Background: an optimization exercise with open tools, aiming at small area, a short achievable clock period and few clock cycles per item. Do not read the settings as production practice. Only simulation tests tie the RTL to the original design; equivalence was not proved.

## best_disp_select
module best_disp_select #(
    parameter int unsigned NPIX_LOG2 = 8
) (
    input  logic               clk,
    input  logic               rst,
    input  logic               frame_start,
    input  logic [10:0]        fsum,
    input  logic               valid,
    input  logic               last,
    input  logic [13:0]        g2sum,
    input  logic [10:0]        gsum,
    input  logic [13:0]        fg,
    input  logic [5:0]         place,
    output logic               busy,
    output logic [5:0]         best_place,
    output logic               best_valid,
    output logic               done,
    output logic               overrun
);
Size: roughly 3,700 cells after synthesis, ~540 flip-flops, about 71 I/O pins, about 38,000 sq um of cells after synthesis.
clock: 12.0 ns
lec_check: 0
cap_margin: 20
core_margin: 2
core_utilization: 40
slew_margin: 20
standard.sh (not shown) runs the stock make flow with config.mk's settings and CLKGATE_MAP_FILE= SYNTH_SCRIPT=/design/flow/synth_recipe.tcl, a recipe that flattens the netlist after the stock synthesis.
==> flow/flow/run.sh <==
#!/bin/bash
set -euo pipefail
bash standard.sh SETUP_SLACK_MARGIN=7.0 "CTS_ARGS=-sink_clustering_enable -repair_clock_nets -dont_use_dummy_load -buf_list sky130_fd_sc_hd__clkbuf_4" finish > make.log 2>&1
Testbench counts at the start, summed over its fixed seeds: cycles 10,366, items 9,296.
Edit:
==> flow/flow/run.sh (replaced) <==
#!/bin/bash
set -euo pipefail
bash standard.sh SETUP_SLACK_MARGIN=7.0 "CTS_ARGS=-sink_clustering_enable -repair_clock_nets -dont_use_dummy_load" finish > make.log 2>&1
--- a/flow/config.mk
+++ b/flow/config.mk
@@ -10 +10 @@
-export CORE_UTILIZATION = 40
+export CORE_UTILIZATION = 55
Count of clock-buffer cells in the layout went down by 93. First-iteration DRC count came out higher by about 37%.
Edit:
--- a/flow/config.mk
+++ b/flow/config.mk
@@ -10 +10 @@
-export CORE_UTILIZATION = 55
+export CORE_UTILIZATION = 40
After rerunning: The changed run finished clean. Via count is lower by 3.3%. Synthesized cell count does not change. Hold slack is better by 0.048 ns. Count of clock-buffer cells in the layout is higher by 9. Clock skew is lower by 0.041 ns. Wire length is lower by 3.9%. Final area is higher by 1.7%. Area after synthesis is unchanged.
Edit:
==> flow/flow/run.sh (replaced) <==
#!/bin/bash
set -euo pipefail
bash standard.sh SETUP_SLACK_MARGIN=7.0 "CTS_ARGS=-sink_clustering_enable -repair_clock_nets -dont_use_dummy_load -buf_list sky130_fd_sc_hd__clkbuf_8" finish > make.log 2>&1
The changed run produced a clean layout.
Wire length barely changes.
Critical path depth came out higher by 2.
Cell area came out lower by about 0.5%.
Worst setup slack gets worse by 0.094 ns.
Clock-buffer cell count came out higher by 30.
Synthesized area does not change.
Edit:
==> flow/flow/run.sh (replaced) <==
#!/bin/bash
set -euo pipefail
bash standard.sh SETUP_SLACK_MARGIN=7.25 "CTS_ARGS=-sink_clustering_enable -repair_clock_nets -dont_use_dummy_load" finish > make.log 2>&1
Effect:
- final area climbs by about 0.9%
- setup slack improves by 0.059 ns
- sequential share of layout area is lower by 0.30 points
- wire length increases by 0.59%
- global-route usage came out higher by 0.14 points
- count of clock-buffer cells in the layout goes down by 35

========
Setup of run a:
best_disp_select, a different RTL version from the one above (not shown whole).
Size in the first run: roughly 4700 cells after synthesis, ~40000 µm² of cells after synthesis.
==> flow/config.mk <==
export PLATFORM = sky130hd
export DESIGN_NAME = best_disp_select
export DESIGN_NICKNAME = best_disp_select
export VERILOG_FILES = /design/flow/design.v
export SDC_FILE = /design/flow/constraint.sdc
export NUM_CORES = 4
export LEC_CHECK = 0
export ABC_AREA = 1
export CAP_MARGIN = 20
export CORE_MARGIN = 2
export CORE_UTILIZATION = 40
export SLEW_MARGIN = 20
==> flow/constraint.sdc <==
create_clock -name core_clock -period 12.0 [get_ports {clk}]
set_input_delay 2.4000 -clock core_clock [delete_from_list [all_inputs] [get_ports {clk}]]
set_output_delay 2.4000 -clock core_clock [all_outputs]
set_load 0.01 [all_outputs]
run.sh (not shown) runs the stock make flow with config.mk's settings and CLKGATE_MAP_FILE= SYNTH_SCRIPT=/design/flow/synth_recipe.tcl, a recipe that flattens the netlist after the stock synthesis.
Stock flow here: none of the scripts above is used.
Testbench counts of run a, summed over its fixed seeds: cycles 10,366, items 9,296.
> inputs changed (run a -> run b)
- ABC_AREA no longer set, was 1
==> flow/flow/run.sh (new file) <==
#!/bin/bash
set -euo pipefail
bash standard.sh SETUP_SLACK_MARGIN=7.5 finish > make.log 2>&1
==> flow/standard.sh (new file) <==
#!/bin/bash
# synth_recipe.tcl (not shown) runs the flow's synth.tcl, then flattens the netlist and writes it again
# the make line also repeats each setting of config.mk as NAME=value (left out here)
make -C /OpenROAD-flow-scripts/flow DESIGN_CONFIG=/design/flow/config.mk WORK_HOME=/design/flow/orfs CLKGATE_MAP_FILE= SYNTH_SCRIPT=/design/flow/synth_recipe.tcl "${@:-finish}"
removed: flow/run.sh
Findings:
The setup slack of run b is larger than that of run a.
[compare] base=run a new=run b: total iterations of the first detailed-routing run down 1, overall track demand over capacity in global routing down 1.5 points, delay of the slowest cell on the worst path down 50 ps, hold slack up 5.0 ps.
r0_fsum[2]$_DFFE_PP_ as the critical path startpoint was reported by run b, and rn_fa[10]$_DFFE_PN_ by run a.

========
the previous run:
RTL: one of the versions met above, not the one the previous note started from.
Size in the first run: roughly 3700 cells after synthesis, ~540 flip-flops.
==> flow/config.mk <==
export PLATFORM = sky130hd
export DESIGN_NAME = best_disp_select
export DESIGN_NICKNAME = best_disp_select
export VERILOG_FILES = /design/flow/design.v
export SDC_FILE = /design/flow/constraint.sdc
export NUM_CORES = 4
export LEC_CHECK = 0
export CAP_MARGIN = 20
export CORE_MARGIN = 2
export CORE_UTILIZATION = 40
export CTS_BUF_LIST = sky130_fd_sc_hd__clkbuf_4
export SLEW_MARGIN = 20
==> flow/constraint.sdc <==
create_clock -name core_clock -period 12.0 [get_ports {clk}]
set_input_delay 2.4000 -clock core_clock [delete_from_list [all_inputs] [get_ports {clk}]]
set_output_delay 2.4000 -clock core_clock [all_outputs]
set_load 0.01 [all_outputs]
standard.sh (not shown) runs the stock make flow with config.mk's settings and CLKGATE_MAP_FILE= SYNTH_SCRIPT=/design/flow/synth_recipe.tcl, a recipe that flattens the netlist after the stock synthesis.
==> flow/flow/run.sh <==
#!/bin/bash
set -euo pipefail
bash standard.sh SETUP_SLACK_MARGIN=7.0 "CTS_ARGS=-sink_clustering_enable -repair_clock_nets -dont_use_dummy_load" finish > make.log 2>&1
Testbench counts of the previous run, summed over its fixed seeds: cycles 10,366, items 9,296.
Input changes introduced in the current run (baseline for comparison: the previous run):
Settings: changing CTS_BUF_LIST from sky130_fd_sc_hd__clkbuf_4 to sky130_fd_sc_hd__clkbuf_8.
The previous run → the current run: final setup TNS has remained practically unchanged; relative slew slack level. Comparing the current run against the previous run, there is no change at all in fill cell instance count of the final layout. Comparing the previous run against the current run, there is no change at all in total global routing overflow. Share of the cycle needed by the critical path after routing came out exactly the same in the previous run and the current run. From the previous run to the current run, design area did not move at all.

========
## ember
best_disp_select again, from the RTL that the note above started with.
==> flow/config.mk <==
export PLATFORM = sky130hd
export DESIGN_NAME = best_disp_select
export DESIGN_NICKNAME = best_disp_select
export VERILOG_FILES = /design/flow/design.v
export SDC_FILE = /design/flow/constraint.sdc
export NUM_CORES = 4
export LEC_CHECK = 0
export CAP_MARGIN = 20
export CORE_MARGIN = 2
export CORE_UTILIZATION = 40
export PLACE_DENSITY = 0.7
export SLEW_MARGIN = 20
==> flow/constraint.sdc <==
create_clock -name core_clock -period 12.0 [get_ports {clk}]
set_input_delay 2.4000 -clock core_clock [delete_from_list [all_inputs] [get_ports {clk}]]
set_output_delay 2.4000 -clock core_clock [all_outputs]
set_load 0.01 [all_outputs]
==> flow/flow/run.sh <==
#!/bin/bash
set -euo pipefail
bash standard.sh SETUP_SLACK_MARGIN=7.0 "CTS_ARGS=-sink_clustering_enable -repair_clock_nets -dont_use_dummy_load -buf_list sky130_fd_sc_hd__clkbuf_4" finish > make.log 2>&1
Testbench counts of ember, summed over its fixed seeds: cycles 10,366, items 9,296.
## Diff of input files: yarrow against ember
==> flow/flow/run.sh <==
#!/bin/bash
set -euo pipefail
bash standard.sh SETUP_SLACK_MARGIN=7.0 SETUP_MOVE_SEQUENCE=unbuffer,sizeup,swap,clone "CTS_ARGS=-sink_clustering_enable -repair_clock_nets -dont_use_dummy_load -buf_list sky130_fd_sc_hd__clkbuf_4" finish > make.log 2>&1
--- a/flow/config.mk
+++ b/flow/config.mk
@@ -11 +10,0 @@
-export PLACE_DENSITY = 0.7
Notes after the runs:
- Taking ember as the reference, in yarrow initial antenna violation count saw a decrease, final cell count without fillers fell about 1%, vias per cell dropped about 1.1%.
- ember finished end to end and its layout was clean on timing, DRC and antenna.
- yarrow went all the way through synthesis, placement and routing and the layout is clean on timing, DRC and antenna.
- yarrow -> ember: number of instances in the placed design flat
- Run comparison: yarrow launch point of the worst path r0_gsum[5]; ember launch point of the worst path r0_gsum[1]
What tundra does differently from yarrow at the input level:
==> flow/flow/run.sh <==
#!/bin/bash
set -euo pipefail
bash standard.sh SETUP_SLACK_MARGIN=7.0 "CTS_ARGS=-sink_clustering_enable -repair_clock_nets -dont_use_dummy_load -buf_list sky130_fd_sc_hd__clkbuf_4" finish > make.log 2>&1
--- a/flow/config.mk
+++ b/flow/config.mk
@@ -11,0 +12 @@
+export TNS_END_PERCENT = 20
==> run summary <==
- tundra and yarrow ended up with roughly the same fraction of area in registers.
- Cell count: tundra and yarrow compared, higher one is tundra
- Area used by multi-input combinational logic, tundra and yarrow: lower on tundra
- The final reports for tundra and yarrow show data required time at the worst endpoint higher in the former.

re-timing with driven ports:
Ports are ideal in the flow. The routed layouts listed here were re-timed in OpenROAD.
Step 1 assumes that a clkbuf_16 drives the clock port and a buf_2 every other input.
Step 2 times the ports against the registers' clock, not the clock port: input delays grow and output delays shrink by t, the midpoint of the rising clock arrivals with the driver on.
a / b / c = ideal ports / drivers / drivers and shift; a / b = the first two.
| run | shift t [ns] | setup slack, ns | hold WS [ns] | worst setup path at the end | cell pins on the clock port's net |
|---|---|---|---|---|---|
| the first run of note 1 | 1.008 | 6.847 / 6.847 / 6.847 | 0.392 / 0.392 / 0.392 | register to register | 1 |
| the second run of note 1 | 0.660 | 6.787 / 6.787 / 6.787 | 0.354 / 0.354 / 0.354 | register to register | 1 |
| the third run of note 1 | 0.655 | 6.878 / 6.878 / 6.878 | 0.402 / 0.402 / 0.402 | register to register | 1 |
| the fourth run of note 1 | 0.746 | 6.784 / 6.784 / 6.784 | 0.354 / 0.354 / 0.354 | register to register | 1 |
| the fifth run of note 1 | 0.702 | 6.843 / 6.843 / 6.843 | 0.382 / 0.382 / 0.382 | register to register | 1 |
| run a | 0.684 | 5.955 / 5.955 / 5.955 | 0.411 / 0.411 / 0.411 | register to register | 1 |
| run b | 0.700 | 6.862 / 6.862 / 6.862 | 0.416 / 0.416 / 0.416 | register to register | 1 |
| the previous run | 0.655 | 6.878 / 6.878 / 6.878 | 0.402 / 0.402 / 0.402 | register to register | 1 |
| the current run | 0.655 | 6.878 / 6.878 / 6.878 | 0.402 / 0.402 / 0.402 | register to register | 1 |
| ember | 1.044 | 6.823 / 6.823 / 6.823 | 0.376 / 0.376 / 0.376 | register to register | 1 |
| yarrow | 1.010 | 6.109 / 6.109 / 6.109 | 0.391 / 0.391 / 0.391 | register to register | 1 |
| tundra | 1.033 | 6.770 / 6.770 / 6.770 | 0.367 / 0.367 / 0.367 | register to register | 1 |
After both steps every run listed still meets setup and hold.
